From an optimization exercise on the open Yosys and OpenROAD flow, aimed at small area, a short achievable clock period and few clock cycles per item; shortcuts taken in it are not production practice.
At most, simulation tests tie the RTL to the original design; equivalence was not proved.

==> inputs of 12-15 <==
==> flow/design.v (excerpt) <==
module formation_consensus_velocity
#(
    parameter int NUM_AGENTS = 5
)(
    input  logic        clk,
    input  logic        rst_n,
    input  logic        start,
    output logic        busy,
    input  logic [2:0]  kind,
    input  logic [7:0]  agent_id,
    input  logic signed [31:0] pos_x,
    input  logic signed [31:0] pos_y,
    input  logic [2:0]  row_index,
    input  logic [2:0]  col_index,
    input  logic signed [31:0] table_word,
    output logic        done,
    output logic signed [31:0] velocity_x,
    output logic signed [31:0] velocity_y,
    output logic        id_known,
    output logic        localized,
    output logic        singular,
    input  logic        psel,
    input  logic        penable,
    input  logic        pwrite,
    input  logic [2:0]  paddr,
    input  logic [31:0] pwdata,
    output logic [31:0] prdata,
    output logic        pready
);
clock: 12.0 ns
lec_check: 0
abc_area: 1
cap_margin: 20
core_margin: 2
core_utilization: 35
place_density: 0.5
slew_margin: 20
run.sh (not shown) runs the stock make flow with config.mk's settings and CLKGATE_MAP_FILE= SYNTH_SCRIPT=/design/flow/synth_recipe.tcl, a recipe that flattens the netlist after the stock synthesis.
==> 02-08: changes against 12-15 <==
--- a/flow/design.v
+++ b/flow/design.v
@@ -2670,41 +2670,21 @@
 module fcv_div
 (
     input  logic        clk,
     input  logic        rst_n,
     input  logic        init,
-    input  logic [63:0] num_abs,
+    input  logic [78:0] num_sh,
+    input  logic [3:0]  cycles,
     input  logic        num_neg,
     input  logic        num_ovf,
     input  logic [46:0] den_abs,
     input  logic        den_neg,
     output logic        done,
     output logic [31:0] quo,
     output logic        sat,
     output logic        neg
 );
-    localparam int NUM_AGENTS_DEF = 5;
-    localparam int FRAC_BITS      = 16;
-    localparam int Q_W            = 32;
-    function automatic logic [31:0] sat33(input logic [32:0] v);
-        if (v[32] != v[31])
-            sat33 = v[32] ? 32'h8000_0000 : 32'h7fff_ffff;
-        else
-            sat33 = v[31:0];
-    endfunction
-    function automatic logic [31:0] qsub(input logic [31:0] a, input logic [31:0] b);
-        qsub = sat33({a[31], a} - {b[31], b});
-    endfunction
-    function automatic logic [31:0] qadd(input logic [31:0] a, input logic [31:0] b);
-        qadd = sat33({a[31], a} + {b[31], b});
-    endfunction
-    function automatic logic [31:0] qscale(input logic [63:0] p);
-        if (p[63:47] != {17{p[63]}})
-            qscale = p[63] ? 32'h8000_0000 : 32'h7fff_ffff;
-        else
-            qscale = p[47:16];
-    endfunction
     logic        run_reg;
     logic        done_reg;
     logic [3:0]  cnt_reg;
     logic [46:0] rem_reg;
     logic [31:0] quo_reg;
@@ -2712,11 +2692,11 @@
     logic        neg_reg;
     logic [47:0] r1, r2;
     logic [47:0] d1, d2;
     logic        ge1, ge2;
     logic [46:0] rem1;
-    logic co1, co2;
+    logic        co1, co2;
     assign r1 = {rem_reg, quo_reg[31]};
     fcv_add #(48) u_sub1 (.a(r1), .b(~{1'b0, den_abs}), .cin(1'b1), .s(d1), .cout(co1));
     assign ge1  = co1;
     assign rem1 = ge1 ? d1[46:0] : r1[46:0];
     assign r2   = {rem1, quo_reg[30]};
@@ -2732,28 +2712,28 @@
         end
         else if (init)
         begin
             run_reg  <= 1'b1;
             done_reg <= 1'b0;
-            cnt_reg  <= '0;
+            cnt_reg  <= cycles;
         end
         else if (run_reg)
         begin
-            cnt_reg <= cnt_reg + 4'd1;
-            if (cnt_reg == 4'd15)
+            cnt_reg <= cnt_reg - 4'd1;
+            if (cnt_reg == 4'd0)
             begin
                 run_reg  <= 1'b0;
                 done_reg <= 1'b1;
             end
         end
     end
     always_ff @(posedge clk)
     begin
         if (init)
         begin
-            rem_reg <= {15'd0, num_abs[63:32]};
-            quo_reg <= num_abs[31:0];
+            rem_reg <= num_sh[78:32];
+            quo_reg <= num_sh[31:0];
             ovf_reg <= num_ovf;
             neg_reg <= num_neg ^ den_neg;
         end
         else if (run_reg)
         begin
@@ -2917,14 +2897,15 @@
     logic [2:0]  miss_reg;
     logic [3:0]  state_reg;
     logic        busy_reg;
     logic [2:0]  lop_reg;
     logic [1:0]  tr_reg;
-    logic [2:0]  slot_reg;
     logic [4:0]  nb_reg;
     logic [4:0]  nrem_reg;
     logic [4:0]  lrem_reg;
+    logic [4:0]  kk_oh;
+    logic [4:0]  slot_oh;
     logic        vfirst_reg;
     logic        lfirst_reg;
     logic        known_reg;
     logic        loc_reg;
     logic        sing_reg;
@@ -2948,10 +2929,11 @@
     logic [31:0] acc_reg [AC_N];
     logic [63:0] wide_reg;
     logic        dqcap_reg;
     logic [3:0]  linit_reg;
     logic [46:0] dabs_reg;
+    logic [5:0]  dlen_reg;
     logic        dneg_reg;
     logic        done_reg;
     logic [2:0]  oflags_reg;
     logic        accept;
     logic        hit;
@@ -2975,41 +2957,47 @@
             end
         end
     end
     logic [4:0] hit_mask;
     assign hit_mask = mask_reg[hit_slot];
-    function automatic logic [2:0] lowest(input logic [4:0] m);
-        lowest = 3'd0;
-        for (int i = 4; i >= 0; i--)
-            if (m[i]) lowest = 3'(i);
+    function automatic logic [4:0] lowbit(input logic [4:0] m);
+        lowbit = m & (~m + 5'd1);
     endfunction
-    logic [2:0]  kk;
-    logic [2:0]  kv, kl;
-    logic [31:0] rd_gain, rd_px, rd_py, rd_shx, rd_shy;
+    logic [4:0]  miss_oh;
+    logic [4:0]  low_miss;
+    logic [31:0] rd_gain, rd_px, rd_py, rd_shx, rd_shy, self_shx, self_shy;
     logic [31:0] sub_a_in, sub_b_in;
     logic [31:0] qa, qb, qc, qd;
-    assign kv = lowest(nrem_reg);
-    assign kl = lowest(lrem_reg);
+    assign miss_oh  = 5'd1 << miss_reg;
+    assign low_miss = miss_oh - 5'd1;
     always_comb
     begin
-        unique case (state_reg)
-            S_L:      kk = kl;
-            S_TWAIT:  kk = miss_reg;
-            default:  kk = kv;
-        endcase
+        rd_gain  = '0;
+        rd_px    = '0;
+        rd_py    = '0;
+        rd_shx   = '0;
+        rd_shy   = '0;
+        self_shx = '0;
+        self_shy = '0;
+        for (int k = 0; k < 5; k++)
+        begin
+            rd_px    = rd_px    | ({32{kk_oh[k] & pos_valid_reg[k]}} & px_tab[k]);
+            rd_py    = rd_py    | ({32{kk_oh[k] & pos_valid_reg[k]}} & py_tab[k]);
+            rd_shx   = rd_shx   | ({32{kk_oh[k]}} & shx_tab[k]);
+            rd_shy   = rd_shy   | ({32{kk_oh[k]}} & shy_tab[k]);
+            self_shx = self_shx | ({32{slot_oh[k]}} & shx_tab[k]);
+            self_shy = self_shy | ({32{slot_oh[k]}} & shy_tab[k]);
+            for (int r = 0; r < 5; r++)
+                rd_gain = rd_gain | ({32{slot_oh[r] & kk_oh[k]}} & gain_reg[r][k]);
+        end
     end
-    assign rd_gain = gain_reg[slot_reg][kk];
-    assign rd_px   = pos_valid_reg[kk] ? px_tab[kk] : 32'd0;
-    assign rd_py   = pos_valid_reg[kk] ? py_tab[kk] : 32'd0;
-    assign rd_shx  = shx_tab[kk];
-    assign rd_shy  = shy_tab[kk];
     assign sub_a_in = (state_reg == S_POS) ? acc_reg[AC_A00] : rd_px;
     assign sub_b_in = (state_reg == S_POS) ? acc_reg[AC_A01] : rd_py;
     fcv_qsub u_qa (.a(cx_reg), .b(sub_a_in), .y(qa));
     fcv_qsub u_qb (.a(cy_reg), .b(sub_b_in), .y(qb));
-    fcv_qsub u_qc (.a(shx_tab[slot_reg]), .b(rd_shx), .y(qc));
-    fcv_qsub u_qd (.a(shy_tab[slot_reg]), .b(rd_shy), .y(qd));
+    fcv_qsub u_qc (.a(self_shx), .b(rd_shx), .y(qc));
+    fcv_qsub u_qd (.a(self_shy), .b(rd_shy), .y(qd));
     logic [63:0] wide_abs;
     logic [3:0]  lane_done;
     logic [31:0] lane_quo [4];
     logic [3:0]  lane_sat, lane_neg;
     logic        wide_ovf;
@@ -3021,10 +3009,40 @@
     logic        c_wn, c_ovf, c_tn;
     fcv_add #(64) u_wneg (.a(~wide_reg), .b(64'd0), .cin(1'b1), .s(wide_negv), .cout(c_wn));
     assign wide_abs = wide_reg[63] ? wide_negv : wide_reg;
     fcv_add #(47) u_ovf (.a({15'd0, wide_abs[63:32]}), .b(~dabs_reg), .cin(1'b1), .s(ovf_d), .cout(c_ovf));
     assign wide_ovf = c_ovf;
+    function automatic logic [6:0] bitlen64(input logic [63:0] v);
+        bitlen64 = 7'd0;
+        for (int i = 0; i < 64; i++)
+            if (v[i]) bitlen64 = 7'(i + 1);
+    endfunction
+    function automatic logic [5:0] bitlen47(input logic [46:0] v);
+        bitlen47 = 6'd0;
+        for (int i = 0; i < 47; i++)
+            if (v[i]) bitlen47 = 6'(i + 1);
+    endfunction
+    logic [6:0]  nlen;
+    logic [7:0]  ediff;
+    logic [4:0]  jtop;
+    logic [4:0]  lsh;
+    logic [3:0]  lcyc;
+    logic [78:0] num_sh;
+    assign nlen  = bitlen64(wide_reg ^ {64{wide_reg[63]}});
+    assign ediff = {1'b0, nlen} + 8'd1 - {2'd0, dlen_reg};
+    always_comb
+    begin
+        if (ediff[7] || ediff[6:0] <= 7'd1)
+            jtop = 5'd1;
+        else if (ediff[6:0] >= 7'd31)
+            jtop = 5'd31;
+        else
+            jtop = ediff[4:0] | 5'd1;
+    end
+    assign lsh    = 5'd31 - jtop;
+    assign lcyc   = jtop[4:1];
+    assign num_sh = {15'd0, wide_abs} << lsh;
     assign theta_q  = lane_quo[tr_reg];
     fcv_add #(32) u_tneg (.a(~theta_q), .b(32'd0), .cin(1'b1), .s(theta_neg), .cout(c_tn));
     assign theta    = lane_neg[tr_reg] ? (lane_sat[tr_reg] ? 32'h8000_0000 : theta_neg)
                                        : (lane_sat[tr_reg] ? 32'h7fff_ffff : theta_q);
     genvar gl;
@@ -3033,11 +3051,12 @@
         begin : g_lane
             fcv_div u_lane (
                 .clk(clk),
                 .rst_n(rst_n),
                 .init(linit_reg[gl]),
-                .num_abs(wide_abs),
+                .num_sh(num_sh),
+                .cycles(lcyc),
                 .num_neg(wide_reg[63]),
                 .num_ovf(wide_ovf),
                 .den_abs(dabs_reg),
                 .den_neg(dneg_reg),
                 .done(lane_done[gl]),
@@ -3062,11 +3081,11 @@
         idst = 4'(AC_VX); ilane = 2'd0;
         ia = qc; ib = qa;
         unique case (state_reg)
             S_VX:
             begin
-                if (nrem_reg == 5'd0)
+                if (kk_oh == 5'd0)
                 begin
                     if (vlow_reg)
                     begin
                         state_n = S_TWAIT;
                     end
@@ -3087,21 +3106,21 @@
                     ia      = rd_gain;
                     ib      = qa;
                     ifirst  = vfirst_reg;
                     idst    = 4'(AC_VX);
                     state_n = S_VY;
-                    busy_n  = vlow_reg || ((nrem_reg & ~(5'd1 << kv)) != 5'd0);
+                    busy_n  = vlow_reg || (nrem_reg != 5'd0);
                 end
             end
             S_VY:
             begin
                 iv     = 1'b1;
                 ia     = rd_gain;
                 ib     = qb;
                 ifirst = vfirst_reg;
                 idst   = 4'(AC_VY);
-                if ((nrem_reg & ~(5'd1 << kv)) != 5'd0)
+                if (nrem_reg != 5'd0)
                 begin
                     state_n = S_VX;
                 end
                 else if (vlow_reg)
                 begin
@@ -3116,11 +3135,11 @@
             S_L:
             begin
                 unique case (lop_reg)
                     3'd0:
                     begin
-                        if (lrem_reg == 5'd0)
+                        if (kk_oh == 5'd0)
                         begin
                             state_n = lfirst_reg ? S_VX : S_DET;
                         end
                         else
                         begin
@@ -3280,23 +3299,25 @@
             py_tab[miss_reg] <= qb;
         end
         if (accept && kind == KIND_COMPUTE)
         begin
             known_reg  <= hit;
-            slot_reg   <= hit_slot;
             nb_reg     <= hit_mask;
+            slot_oh    <= 5'd1 << hit_slot;
             if (hit && miss_valid && hit_mask[miss_reg])
             begin
-                nrem_reg <= hit_mask & ((5'd1 << miss_reg) - 5'd1);
+                nrem_reg <= hit_mask & low_miss;
                 vlow_reg <= 1'b1;
+                kk_oh    <= lowbit(hit_mask & ~miss_oh);
+                lrem_reg <= (hit_mask & ~miss_oh) & ~lowbit(hit_mask & ~miss_oh);
             end
             else
             begin
-                nrem_reg <= hit ? hit_mask : 5'd0;
+                nrem_reg <= (hit ? hit_mask : 5'd0) & ~lowbit(hit_mask);
                 vlow_reg <= 1'b0;
+                kk_oh    <= hit ? lowbit(hit_mask) : 5'd0;
             end
-            lrem_reg   <= hit_mask & ~(5'd1 << miss_reg);
             vfirst_reg <= 1'b1;
             lfirst_reg <= 1'b1;
             loc_reg    <= 1'b0;
             sing_reg   <= 1'b0;
             cx_reg     <= pos_x;
@@ -3308,22 +3329,36 @@
         begin
             unique case (state_reg)
                 S_VY:
                 begin
                     vfirst_reg <= 1'b0;
-                    nrem_reg   <= nrem_reg & ~(5'd1 << kv);
+                    if (nrem_reg != 5'd0)
+                    begin
+                        kk_oh    <= lowbit(nrem_reg);
+                        nrem_reg <= nrem_reg & ~lowbit(nrem_reg);
+                    end
+                    else
+                    begin
+                        kk_oh <= miss_oh;
+                    end
+                end
+                S_VX:
+                begin
+                    if (kk_oh == 5'd0)
+                        kk_oh <= miss_oh;
                 end
                 S_L:
                 begin
                     if (lop_reg == 3'd0)
                     begin
-                        if (lrem_reg == 5'd0)
+                        if (kk_oh == 5'd0)
                         begin
                             if (lfirst_reg)
                             begin
                                 sing_reg <= 1'b1;
-                                nrem_reg <= nb_reg;
+                                kk_oh    <= lowbit(nb_reg);
+                                nrem_reg <= nb_reg & ~lowbit(nb_reg);
                                 vlow_reg <= 1'b0;
                             end
                         end
                         else
                         begin
@@ -3332,11 +3367,12 @@
                     end
                     else if (lop_reg == 3'd6)
                     begin
                         lop_reg    <= 3'd0;
                         lfirst_reg <= 1'b0;
-                        lrem_reg   <= lrem_reg & ~(5'd1 << kl);
+                        kk_oh      <= lowbit(lrem_reg);
+                        lrem_reg   <= lrem_reg & ~lowbit(lrem_reg);
                     end
                     else
                     begin
                         lop_reg <= lop_reg + 3'd1;
                     end
@@ -3346,35 +3382,43 @@
                     lop_reg <= lop_reg[0] ? 3'd0 : 3'd1;
                 end
                 S_N:
                 begin
                     lop_reg <= lop_reg + 3'd1;
+                    if (lop_reg == 3'd7)
+                    begin
+                        kk_oh    <= lowbit(nrem_reg);
+                        nrem_reg <= nrem_reg & ~lowbit(nrem_reg);
+                    end
                 end
                 S_TWAIT:
                 begin
                     if (sing_reg)
                     begin
-                        nrem_reg <= nb_reg & ~((5'd1 << miss_reg) - 5'd1);
+                        kk_oh    <= lowbit(nb_reg & ~low_miss);
+                        nrem_reg <= (nb_reg & ~low_miss) & ~lowbit(nb_reg & ~low_miss);
                         vlow_reg <= 1'b0;
                     end
                     else if (lane_done[tr_reg])
                     begin
                         tr_reg <= tr_reg + 2'd1;
                     end
                 end
                 S_POS:
                 begin
                     loc_reg  <= 1'b1;
-                    nrem_reg <= nb_reg & ~((5'd1 << miss_reg) - 5'd1);
+                    kk_oh    <= lowbit(nb_reg & ~low_miss);
+                    nrem_reg <= (nb_reg & ~low_miss) & ~lowbit(nb_reg & ~low_miss);
                     vlow_reg <= 1'b0;
                 end
                 default: ;
             endcase
         end
         if (dqcap_reg)
         begin
             dabs_reg <= wide_abs[62:16];
+            dlen_reg <= bitlen47(wide_abs[62:16]);
             dneg_reg <= wide_reg[63];
             if (wide_abs[62:16] == 47'd0)
                 sing_reg <= 1'b1;
         end
         a_reg   <= ia;
- CORE_UTILIZATION: 35 -> 30
- PLACE_DENSITY: 0.5 -> 0.4
==> comparison table <==
Status: 02-08 timing/DRC/antenna clean; 12-15 timing/DRC/antenna clean
Worst-margin pin slew: 02-08 1.39 ns; 12-15 1.28 ns
Filler Cells Inserted: 02-08 59593; 12-15 50078
Die Width: 02-08 771 um; 12-15 718 um
Arrival @ worst endpoint: 02-08 11.39 ns; 12-15 10.72 ns
Synthesized instance count: 02-08 17686; 12-15 18726
Clock net sink count: 02-08 2911; 12-15 2902
Wire length of the first global-routing pass: 02-08 1020000 um; 12-15 987000 um
Crit path setup slack, layout: 02-08 1.25 ns; 12-15 2.12 ns
Pre-CTS setup slack: 02-08 1.08 ns; 12-15 2.54 ns
N_taps: 02-08 7782; 12-15 6732
# diodes: 02-08 27; 12-15 32
Average cell area after synthesis: 02-08 9.99 sq um; 12-15 9.53 sq um
Die ar.: 02-08 595000 sq um; 12-15 515000 sq um
Clkbuf count: 02-08 490; 12-15 457
Number of nets in the layout: 02-08 19511; 12-15 20345
End point of the most critical hold path: 02-08 y_flags[0]; 12-15 x_dst[3]
Dpl cells: 02-08 25193; 12-15 25003
Final hold slack: 02-08 0.320 ns; 12-15 0.302 ns
Share of cells above drive strength 1: 02-08 8.50%; 12-15 7.46%
Testbench counts of 02-08, summed over its fixed seeds: cycles 12,283, items 864.
No functional check of the RTL was part of 12-15.

[port drivers added, routing unchanged]
The flow's constraints put no driver on any port. The routed layouts listed below were extracted and timed again, unchanged, in two steps. Step 1, drivers: a clkbuf_16 drives clk and a buf_2 each remaining input, both assumed. Step 2 times the ports against the registers' clock, not the clock port: input delays grow and output delays shrink by t, the midpoint of the rising clock arrivals with the driver on. Three values: no drivers, after step 1, after step 2; two values: the first two.
| run | shift t [ns] | setup WS [ns] | latest minus earliest clock arrival (ns) |
|---|---|---|---|
| 12-15 | 1.106 | 2.120 / 2.120 / 2.120 | 0.120 / 0.119 |
| 02-08 | 1.114 | 1.248 / 1.248 / 1.248 | 0.136 / 0.136 |
After both steps every run listed still meets setup and hold.
